What follows belongs to an exercise in optimizing a design on an open flow for small area; a production flow would make more cautious choices. Only simulation tests tie the RTL to the original design; equivalence was not proved. No activity file was given, so power comes from the tool's default toggle rates.

==> flow/design.v <==
module branch_predict_unit #(
    parameter int XLEN    = 32,
    parameter int ENTRIES = 64
) (
    input  logic            clk,
    input  logic            rst_n,
    input  logic [XLEN-1:0] PCF,
    output logic            PredTakenF,
    output logic [XLEN-1:0] PredTargetF,
    input  logic [2:0]      BranchTypeE,
    input  logic [XLEN-1:0] Operand1E,
    input  logic [XLEN-1:0] Operand2E,
    input  logic [XLEN-1:0] PCE,
    input  logic [XLEN-1:0] BrTargetE,
    input  logic            PredTakenE,
    input  logic [XLEN-1:0] PredTargetE,
    input  logic            StallE,
    input  logic            FlushE,
    output logic            BranchE,
    output logic            MispredE,
    output logic [XLEN-1:0] RedirectPCE
);
    localparam int IDX_W = $clog2(ENTRIES);
    localparam int TAG_W = XLEN - IDX_W - 2;
    localparam logic [2:0] NOBRANCH = 3'd0;
    localparam logic [2:0] BEQ      = 3'd1;
    localparam logic [2:0] BNE      = 3'd2;
    localparam logic [2:0] BLT      = 3'd3;
    localparam logic [2:0] BLTU     = 3'd4;
    localparam logic [2:0] BGE      = 3'd5;
    localparam logic [2:0] BGEU     = 3'd6;
    logic [ENTRIES-1:0] r_valid;
    logic [TAG_W-1:0]   r_tag    [ENTRIES];
    logic [XLEN-1:0]    r_target [ENTRIES];
    logic [1:0]         r_ctr    [ENTRIES];
    logic [IDX_W-1:0]   w_idxF;
    logic [TAG_W-1:0]   w_tagF;
    logic [IDX_W-1:0]   w_idxE;
    logic [TAG_W-1:0]   w_tagE;
    logic [ENTRIES-1:0] w_selF;
    logic [ENTRIES-1:0] w_selE;
    logic               w_validF;
    logic [TAG_W-1:0]   w_rtagF;
    logic               w_ctrF;
    logic [XLEN-1:0]    w_rtgtF;
    logic               w_validE;
    logic [TAG_W-1:0]   w_rtagE;
    logic [1:0]         w_ctrE;
    logic               w_hitF;
    logic               w_hitE;
    logic               w_taken;
    logic               w_isBr;
    logic               w_upd;
    assign w_idxF = PCF[IDX_W+1:2];
    assign w_tagF = PCF[XLEN-1:IDX_W+2];
    assign w_idxE = PCE[IDX_W+1:2];
    assign w_tagE = PCE[XLEN-1:IDX_W+2];
    bpu_dec u_decF (.idx(w_idxF), .sel(w_selF));
    bpu_dec u_decE (.idx(w_idxE), .sel(w_selE));
    localparam int RF_W = 1 + TAG_W + 1 + XLEN;
    localparam int RE_W = 1 + TAG_W + 2;
    logic [ENTRIES*RF_W-1:0] w_dataF;
    logic [ENTRIES*RE_W-1:0] w_dataE;
    logic [RF_W-1:0]         w_rdF;
    logic [RE_W-1:0]         w_rdE;
    always_comb begin
        for (int i = 0; i < ENTRIES; i++) begin
            w_dataF[i*RF_W +: RF_W] = {r_valid[i], r_tag[i], r_ctr[i][1], r_target[i]};
            w_dataE[i*RE_W +: RE_W] = {r_valid[i], r_tag[i], r_ctr[i]};
        end
    end
    bpu_rd #(.W(RF_W)) u_rdF (.sel(w_selF), .d(w_dataF), .q(w_rdF));
    bpu_rd #(.W(RE_W)) u_rdE (.sel(w_selE), .d(w_dataE), .q(w_rdE));
    assign {w_validF, w_rtagF, w_ctrF, w_rtgtF} = w_rdF;
    assign {w_validE, w_rtagE, w_ctrE}          = w_rdE;
    assign w_hitF      = w_validF && (w_rtagF == w_tagF);
    assign PredTakenF  = w_hitF && w_ctrF;
    assign PredTargetF = w_rtgtF;
    always_comb begin
        w_taken = 1'b0;
        case (BranchTypeE)
            BEQ:     w_taken = (Operand1E == Operand2E);
            BNE:     w_taken = (Operand1E != Operand2E);
            BLT:     w_taken = ($signed(Operand1E) <  $signed(Operand2E));
            BGE:     w_taken = ($signed(Operand1E) >= $signed(Operand2E));
            BLTU:    w_taken = (Operand1E <  Operand2E);
            BGEU:    w_taken = (Operand1E >= Operand2E);
            default: w_taken = 1'b0;
        endcase
    end
    assign BranchE = w_taken;
    assign w_isBr  = (BranchTypeE != NOBRANCH) && !FlushE;
    assign MispredE = !FlushE && (w_isBr
        ? ((w_taken != PredTakenE) ||
           (w_taken && (PredTargetE != BrTargetE)))
        : PredTakenE);
    assign RedirectPCE = w_taken ? BrTargetE : PCE + XLEN'(4);
    assign w_hitE = w_validE && (w_rtagE == w_tagE);
    assign w_upd  = !StallE && !FlushE;
    logic       w_wrTgt;    
    logic       w_wrCtr;    
    logic [1:0] w_ctrNew;
    logic       w_wrVal;
    logic       w_valNew;
    assign w_wrTgt = w_upd && w_taken;
    assign w_wrCtr = w_upd && w_isBr && (w_hitE || w_taken);
    always_comb begin
        if (!w_hitE)
            w_ctrNew = 2'b10;
        else if (w_taken)
            w_ctrNew = (w_ctrE == 2'b11) ? 2'b11 : w_ctrE + 2'd1;
        else
            w_ctrNew = (w_ctrE == 2'b00) ? 2'b00 : w_ctrE - 2'd1;
    end
    assign w_wrVal  = w_upd && (w_taken || (BranchTypeE == NOBRANCH && PredTakenE));
    assign w_valNew = w_taken;
    always_ff @(posedge clk or negedge rst_n) begin
        if (!rst_n) begin
            r_valid <= '0;
        end else begin
            for (int i = 0; i < ENTRIES; i++) begin
                if (w_wrVal && w_selE[i]) r_valid[i] <= w_valNew;
            end
        end
    end
    localparam int ENT_W = TAG_W + XLEN + 2;
    logic [ENTRIES-1:0] w_enT, w_enTn, w_enC, w_enCn;
    logic [ENT_W-1:0]   w_next [ENTRIES];
    always_comb begin
        for (int i = 0; i < ENTRIES; i++) begin
            w_enT[i]  = w_wrTgt && w_selE[i];
            w_enTn[i] = !w_enT[i];
            w_enC[i]  = w_wrCtr && w_selE[i];
            w_enCn[i] = !w_enC[i];
        end
    end
    for (genvar i = 0; i < ENTRIES; i++) begin : g_ent
        bpu_hold #(.W(TAG_W + XLEN)) u_holdT (
            .q({r_tag[i], r_target[i]}), .en(w_enT[i]), .enb(w_enTn[i]),
            .d({w_tagE, BrTargetE}), .y(w_next[i][ENT_W-1:2]));
        bpu_hold #(.W(2)) u_holdC (
            .q(r_ctr[i]), .en(w_enC[i]), .enb(w_enCn[i]),
            .d(w_ctrNew), .y(w_next[i][1:0]));
    end
    always_ff @(posedge clk) begin
        for (int i = 0; i < ENTRIES; i++) begin
            {r_tag[i], r_target[i], r_ctr[i]} <= w_next[i];
        end
    end
endmodule
module bpu_dec (
    input  logic [5:0]  idx,
    output logic [63:0] sel
);
    always_comb begin
        for (int i = 0; i < 64; i++) sel[i] = (idx == 6'(i));
    end
endmodule
module bpu_aoi222 (
    input  logic a0, b0, a1, b1, a2, b2,
    output logic y
);
    assign y = ~((a0 & b0) | (a1 & b1) | (a2 & b2));
endmodule
module bpu_nand2 (
    input  logic a, b,
    output logic y
);
    assign y = ~(a & b);
endmodule
module bpu_nand4 (
    input  logic a, b, c, d,
    output logic y
);
    assign y = ~(a & b & c & d);
endmodule
module bpu_nand3 (
    input  logic a, b, c,
    output logic y
);
    assign y = ~(a & b & c);
endmodule
module bpu_nor2 (
    input  logic a, b,
    output logic y
);
    assign y = ~(a | b);
endmodule
module bpu_rd #(
    parameter int W = 1
) (
    input  logic [63:0]   sel,
    input  logic [64*W-1:0] d,
    output logic [W-1:0]  q
);
    for (genvar b = 0; b < W; b++) begin : g_bit
        logic [21:0] t;    
        logic [5:0]  u;    
        logic [2:0]  v;    
        for (genvar g = 0; g < 21; g++) begin : g_aoi
            bpu_aoi222 u_aoi (
                .a0(sel[3*g]),   .b0(d[(3*g)*W + b]),
                .a1(sel[3*g+1]), .b1(d[(3*g+1)*W + b]),
                .a2(sel[3*g+2]), .b2(d[(3*g+2)*W + b]),
                .y(t[g]));
        end
        bpu_nand2 u_last (.a(sel[63]), .b(d[63*W + b]), .y(t[21]));
        for (genvar g = 0; g < 5; g++) begin : g_nand
            bpu_nand4 u_n (.a(t[4*g]), .b(t[4*g+1]), .c(t[4*g+2]), .d(t[4*g+3]), .y(u[g]));
        end
        bpu_nand2 u_n5 (.a(t[20]), .b(t[21]), .y(u[5]));
        for (genvar g = 0; g < 3; g++) begin : g_nor
            bpu_nor2 u_o (.a(u[2*g]), .b(u[2*g+1]), .y(v[g]));
        end
        bpu_nand3 u_q (.a(v[0]), .b(v[1]), .c(v[2]), .y(q[b]));
    end
endmodule
module bpu_hold #(
    parameter int W = 1
) (
    input  logic [W-1:0] q,
    input  logic         en,
    input  logic         enb,
    input  logic [W-1:0] d,
    output logic [W-1:0] y
);
    for (genvar b = 0; b < W; b++) begin : g_bit
        bpu_ao22 u_ao (.a0(q[b]), .b0(enb), .a1(d[b]), .b1(en), .y(y[b]));
    end
endmodule
module bpu_ao22 (
    input  logic a0, b0, a1, b1,
    output logic y
);
    assign y = (a0 & b0) | (a1 & b1);
endmodule
export LEC_CHECK = 0
export CAP_MARGIN = 20
export CORE_MARGIN = 2
export CORE_UTILIZATION = 35
export PLACE_DENSITY = 0.55
export SETUP_SLACK_MARGIN = 0.4
export SLEW_MARGIN = 20
export SYNTH_HIERARCHICAL = 1
create_clock -name core_clock -period 8.0 [get_ports {clk}]
standard.sh (not shown) runs the stock make flow with config.mk's settings and CLKGATE_MAP_FILE= SYNTH_SCRIPT=/design/flow/synth_recipe.tcl, a recipe that flattens the netlist after the stock synthesis.
==> flow/flow/run.sh <==
#!/bin/bash
# The standard layout (standard.sh, ORFS synth to finish) with two
# changes passed to ORFS through its own variables:
#  - port buffers are buf_2 cells (buffer_ports -buffer_cell) instead of the
#    delay cell buffer_ports picks by default; every port still gets one
#  - clock tree: clkbuf_8 buffers, 14-sink clusters, no dummy loads
# make's output goes to make.log here; ORFS writes each step's log under
# orfs/logs.
set -euo pipefail
cd "$(dirname "$0")/.."
export BUFFER_PORTS_ARGS="-buffer_cell sky130_fd_sc_hd__buf_2"
export CTS_ARGS="-sink_clustering_enable -repair_clock_nets -dont_use_dummy_load -buf_list sky130_fd_sc_hd__clkbuf_8 -sink_clustering_size 14 -sink_clustering_max_diameter 50"
bash standard.sh finish > make.log 2>&1
Edit:
--- a/flow/flow/run.sh
+++ b/flow/flow/run.sh
@@ -3,3 +3,3 @@
 # changes passed to ORFS through its own variables:
-#  - port buffers are buf_2 cells (buffer_ports -buffer_cell) instead of the
+#  - port buffers are buf_1 cells (buffer_ports -buffer_cell) instead of the
 #    delay cell buffer_ports picks by default; every port still gets one
@@ -10,3 +10,3 @@
 cd "$(dirname "$0")/.."
-export BUFFER_PORTS_ARGS="-buffer_cell sky130_fd_sc_hd__buf_2"
+export BUFFER_PORTS_ARGS="-buffer_cell sky130_fd_sc_hd__buf_1"
 export CTS_ARGS="-sink_clustering_enable -repair_clock_nets -dont_use_dummy_load -buf_list sky130_fd_sc_hd__clkbuf_8 -sink_clustering_size 14 -sink_clustering_max_diameter 50"
Settings changed: CAP_MARGIN 20 to 10, CORE_UTILIZATION 35 to 50, PLACE_DENSITY 0.55 to 0.65, SLEW_MARGIN 20 to 10.
The changed run went through all stages and came out clean.
Total power is lower by 2.4%.
Register-to-register slack gains 0.40 ns.
Setup slack loses 0.11 ns.
Fmax is lower by 1.4%.
Die area is lower by 30%.
Edit:
==> flow/flow/run.sh (replaced) <==
#!/bin/bash
# The standard layout (standard.sh, ORFS synth to finish) with two
# changes passed to ORFS through its own variables:
#  - port buffers are buf_2 cells (buffer_ports -buffer_cell) instead of the
#    delay cell buffer_ports picks by default; every port still gets one
#  - clock tree: clkbuf_8 buffers, 16-sink clusters, no dummy loads
# make's output goes to make.log here; ORFS writes each step's log under
# orfs/logs.
set -euo pipefail
cd "$(dirname "$0")/.."
export BUFFER_PORTS_ARGS="-buffer_cell sky130_fd_sc_hd__buf_2"
export CTS_ARGS="-sink_clustering_enable -repair_clock_nets -dont_use_dummy_load -buf_list sky130_fd_sc_hd__clkbuf_8 -sink_clustering_size 16 -sink_clustering_max_diameter 60"
bash standard.sh finish > make.log 2>&1
Settings changed: CAP_MARGIN 10 to 20, CORE_UTILIZATION 50 to 35, PLACE_DENSITY 0.65 to 0.55, SETUP_SLACK_MARGIN 0.4 to unset, SLEW_MARGIN 10 to 20.
The changed run completed and failed the layout checks on negative setup slack.
Final cell count goes up by 9.0%.
Sequential power barely changes.
Non-clock buffer count decreases by 79.
Final area is higher by 0.52%.
Wire length climbs by 6.6%.
Via count goes down by 1.3%.
Setup slack gets worse by 0.31 ns.

[port drivers added, routing unchanged]
The results above use ideal ports. As a check the final layouts listed here were re-extracted and re-timed, cells and wires unchanged. Step 1: set_driving_cell puts a clkbuf_16 on clk and a buf_2 on each other input, an assumption about the parent block. Step 2 also shifts input and output timing later by t, the mid clock arrival at the registers, as if the neighbouring blocks saw the same clock. Three values: ideal, step 1, step 2; two values: the first two.
run	t, ns	setup WS [ns]	clock arrival spread, ns	worst data-port slew with drivers (ns)	pins driven straight from the clock port
the first run	1.232	0.273 / 0.145 / 0.056	0.192 / 0.193	0.30	1
the second run	1.217	0.164 / 0.133 / -0.123	0.128 / 0.127	0.40	1
the third run	1.230	-0.145 / -0.324 / -0.324	0.137 / 0.137	0.42	1
With both steps, setup timing fails in the second run, where it was met with ideal ports. For the second run, which loses most, drivers alone change the setup slack by -0.031 ns; drivers and shift together by -0.287 ns.
